What follows belongs to an exercise in optimizing a design on an open flow for small area; a production flow would make more cautious choices. The RTL was checked by simulation tests, not by an equivalence proof against the original design. No activity file was given, so power comes from the tool's default toggle rates.

## knob_calc_top
module knob_calc_top (
        input  logic         clk,
        input  logic         reset,
        input  logic         rot,
        input  logic [3:0]   bits,
        output logic [127:0] line1,
        output logic [127:0] line2
);
Size: ~2000 cells after synthesis, about 600 flip-flops, ~260 I/O pins, ~20000 µm² of cells after synthesis.
clock: 5.0 ns
lec_check: 0
abc_area: 1
cap_margin: 20
core_margin: 2
core_utilization: 40
slew_margin: 20
standard.sh (not shown) runs the stock make flow with config.mk's settings and CLKGATE_MAP_FILE= SYNTH_SCRIPT=/design/flow/synth_recipe.tcl, a recipe that flattens the netlist after the stock synthesis.
==> flow/flow/run.sh <==
#!/bin/bash
# Layout flow: the standard flow (standard.sh), with
#  - smaller port buffers and a clock tree without dummy loads (ORFS env knobs),
#  - the constant-0 output ports of eight characters sharing one tie cell
#    (flow/ties.tcl, run on the placed design before clock tree synthesis).
# Each tool's output goes to a log file of its own in the work folder.
set -euo pipefail
W=$(pwd)
export RESULTS=$W/orfs/results/$FLOW_PLATFORM/knob_calc_top/base
export BUFFER_PORTS_ARGS="-buffer_cell sky130_fd_sc_hd__buf_1"
export CTS_ARGS="-sink_clustering_enable -repair_clock_nets -dont_use_dummy_load $(cat $W/flow/cts_args.txt)"
bash standard.sh place > $W/log_standard_place.log 2>&1
openroad -no_init -exit $W/flow/ties.tcl > $W/log_ties.log 2>&1
bash standard.sh > $W/log_standard_finish.log 2>&1
==> flow/flow/cts_args.txt <==
-sink_clustering_size 20 -sink_clustering_max_diameter 60 -buf_list sky130_fd_sc_hd__clkbuf_8
==> flow/flow/ties.tcl <==
# Let the constant-0 output ports of eight neighbouring characters share a single
# tie cell. repair_tie_fanout gives every constant port a tie cell of its own;
# here the ports line<n>[8i+k] of characters 8j to 8j+7 (n = 1, 2) are put on
# the net of one of them and the other tie cells are deleted.
read_db $::env(RESULTS)/3_place.odb
set block [ord::get_db_block]
array set keep {}
set removed 0
foreach inst [$block getInsts] {
  if {[[$inst getMaster] getName] ne "sky130_fd_sc_hd__conb_1"} { continue }
  set net [[$inst findITerm LO] getNet]
  if {$net eq "NULL"} { continue }
  set bterms [$net getBTerms]
  if {[llength $bterms] != 1 || [llength [$net getITerms]] != 1} { continue }
  set bt [lindex $bterms 0]
  if {![regexp {^(line[12])\[(\d+)\]$} [$bt getName] -> ln bit]} { continue }
  set key "$ln/[expr {$bit / 64}]"
  if {![info exists keep($key)]} {
    set keep($key) $net
    continue
  }
  $bt disconnect
  $bt connect $keep($key)
  odb::dbInst_destroy $inst
  odb::dbNet_destroy $net
  incr removed
}
puts "ties.tcl: removed $removed tie cells, [array size keep] kept"
write_db $::env(RESULTS)/3_place.odb
The first run produced a clean layout.
==> next run, changes <==
--- a/flow/flow/run.sh
+++ b/flow/flow/run.sh
@@ -4 +4 @@
-#  - the constant-0 output ports of eight characters sharing one tie cell
+#  - the constant-0 output ports of two characters sharing one tie cell
==> flow/flow/cts_args.txt (replaced) <==
-sink_clustering_size 20 -sink_clustering_max_diameter 60 -buf_list sky130_fd_sc_hd__clkbuf_4 sky130_fd_sc_hd__clkbuf_8
--- a/flow/flow/ties.tcl
+++ b/flow/flow/ties.tcl
@@ -1 +1 @@
-# Let the constant-0 output ports of eight neighbouring characters share a single
+# Let the constant-0 output ports of two neighbouring characters share a single
@@ -3 +3 @@
-# here the ports line<n>[8i+k] of characters 8j to 8j+7 (n = 1, 2) are put on
+# here the ports line<n>[8i+k] of characters 2j and 2j+1 (n = 1, 2) are put on
@@ -17 +17 @@
-  set key "$ln/[expr {$bit / 64}]"
+  set key "$ln/[expr {$bit / 16}]"
- ABC_AREA: 1 -> not set
- CAP_MARGIN: 20 -> 0
- SLEW_MARGIN: 20 -> 0
What happened: This time the run never finished: it broke off in clock tree synthesis; area after synthesis goes down by 0.90%; synthesized cell count goes down by 20%.
==> next run, changes <==
--- a/flow/flow/run.sh
+++ b/flow/flow/run.sh
@@ -4 +4 @@
-#  - the constant-0 output ports of two characters sharing one tie cell
+#  - the constant-0 output ports of eight characters sharing one tie cell
==> flow/flow/cts_args.txt (replaced) <==
-sink_clustering_size 20 -sink_clustering_max_diameter 60 -buf_list sky130_fd_sc_hd__clkbuf_8
--- a/flow/flow/ties.tcl
+++ b/flow/flow/ties.tcl
@@ -1 +1 @@
-# Let the constant-0 output ports of two neighbouring characters share a single
+# Let the constant-0 output ports of eight neighbouring characters share a single
@@ -3 +3 @@
-# here the ports line<n>[8i+k] of characters 2j and 2j+1 (n = 1, 2) are put on
+# here the ports line<n>[8i+k] of characters 8j to 8j+7 (n = 1, 2) are put on
@@ -17 +17 @@
-  set key "$ln/[expr {$bit / 16}]"
+  set key "$ln/[expr {$bit / 64}]"
- CAP_MARGIN: 0 -> 20
- SLEW_MARGIN: 0 -> 20
Now the flow completed with no timing, DRC or antenna violations.
Synthesized cell count does not change.
Area after synthesis does not change.
==> next run, changes <==
--- a/flow/flow/run.sh
+++ b/flow/flow/run.sh
@@ -4 +4 @@
-#  - the constant-0 output ports of eight characters sharing one tie cell
+#  - the constant-0 output ports of two characters sharing one tie cell
- GPL_TIMING_DRIVEN: not set -> 0
What happened: Synthesized cell count is unchanged; hold slack improves by 68 ps; worst setup slack degrades by 270 ps; global-route usage went up by 1.3 points; combinational power grows by 48%.
==> next run, changes <==
==> flow/flow/cts_args.txt (replaced) <==
-sink_clustering_size 16 -sink_clustering_max_diameter 40 -buf_list {sky130_fd_sc_hd__clkbuf_4 sky130_fd_sc_hd__clkbuf_8}
--- a/flow/flow/ties.tcl
+++ b/flow/flow/ties.tcl
@@ -1 +1 @@
-# Let the constant-0 output ports of eight neighbouring characters share a single
+# Let the constant-0 output ports of two neighbouring characters share a single
@@ -3 +3 @@
-# here the ports line<n>[8i+k] of characters 8j to 8j+7 (n = 1, 2) are put on
+# here the ports line<n>[8i+k] of characters 2j and 2j+1 (n = 1, 2) are put on
@@ -17 +17 @@
-  set key "$ln/[expr {$bit / 64}]"
+  set key "$ln/[expr {$bit / 16}]"
- CORE_UTILIZATION: 40 -> 65
- GPL_TIMING_DRIVEN: 0 -> not set
- PLACE_DENSITY: not set -> 0.75
=>
- The new run produced a clean layout
- clock power climbs by about 12%
- synthesized cell count is unchanged
- clock-buffer cell count climbs by 13
- sequential power barely changes

-- port drivers added, routing unchanged --
Ports are ideal in the flow. The routed layouts listed here were re-timed in OpenROAD.
Step 1 (the two cells are an assumption about what drives the block):
set clk [get_ports {clk}]
set_driving_cell -lib_cell sky130_fd_sc_hd__clkbuf_16 $clk
set_driving_cell -lib_cell sky130_fd_sc_hd__buf_2 [delete_from_list [all_inputs] $clk]
Step 2 adds t to the input delays and takes it off the output delays; t is the mean of the earliest and latest rising clock arrival at the registers after step 1. Input paths then give back, and output paths get back, about the clock's delay inside the block.
Slacks: ideal ports / drivers / drivers and shift; pairs: ideal ports / drivers.
| run | t (ns) | setup slack, ns | worst hold slack (ns) | slew at the worst register clock pin (ns) |
|---|---|---|---|---|
| the first run | 0.639 | 1.751 / 1.751 / 1.462 | 0.314 / 0.314 / 0.314 | 0.12 / 0.12 |
| the third run | 0.624 | 1.381 / 1.381 / 1.381 | 0.234 / 0.234 / 0.234 | 0.11 / 0.11 |
| the fourth run | 0.639 | 1.106 / 1.106 / 1.106 | 0.302 / 0.302 / 0.302 | 0.12 / 0.12 |
| the fifth run | 0.618 | 1.366 / 1.366 / 1.366 | 0.291 / 0.291 / 0.291 | 0.10 / 0.10 |
After both steps setup and hold are still met in every run listed. For the first run, which loses most, drivers alone change the setup slack by 0.000 ns; drivers and shift together by -0.289 ns.
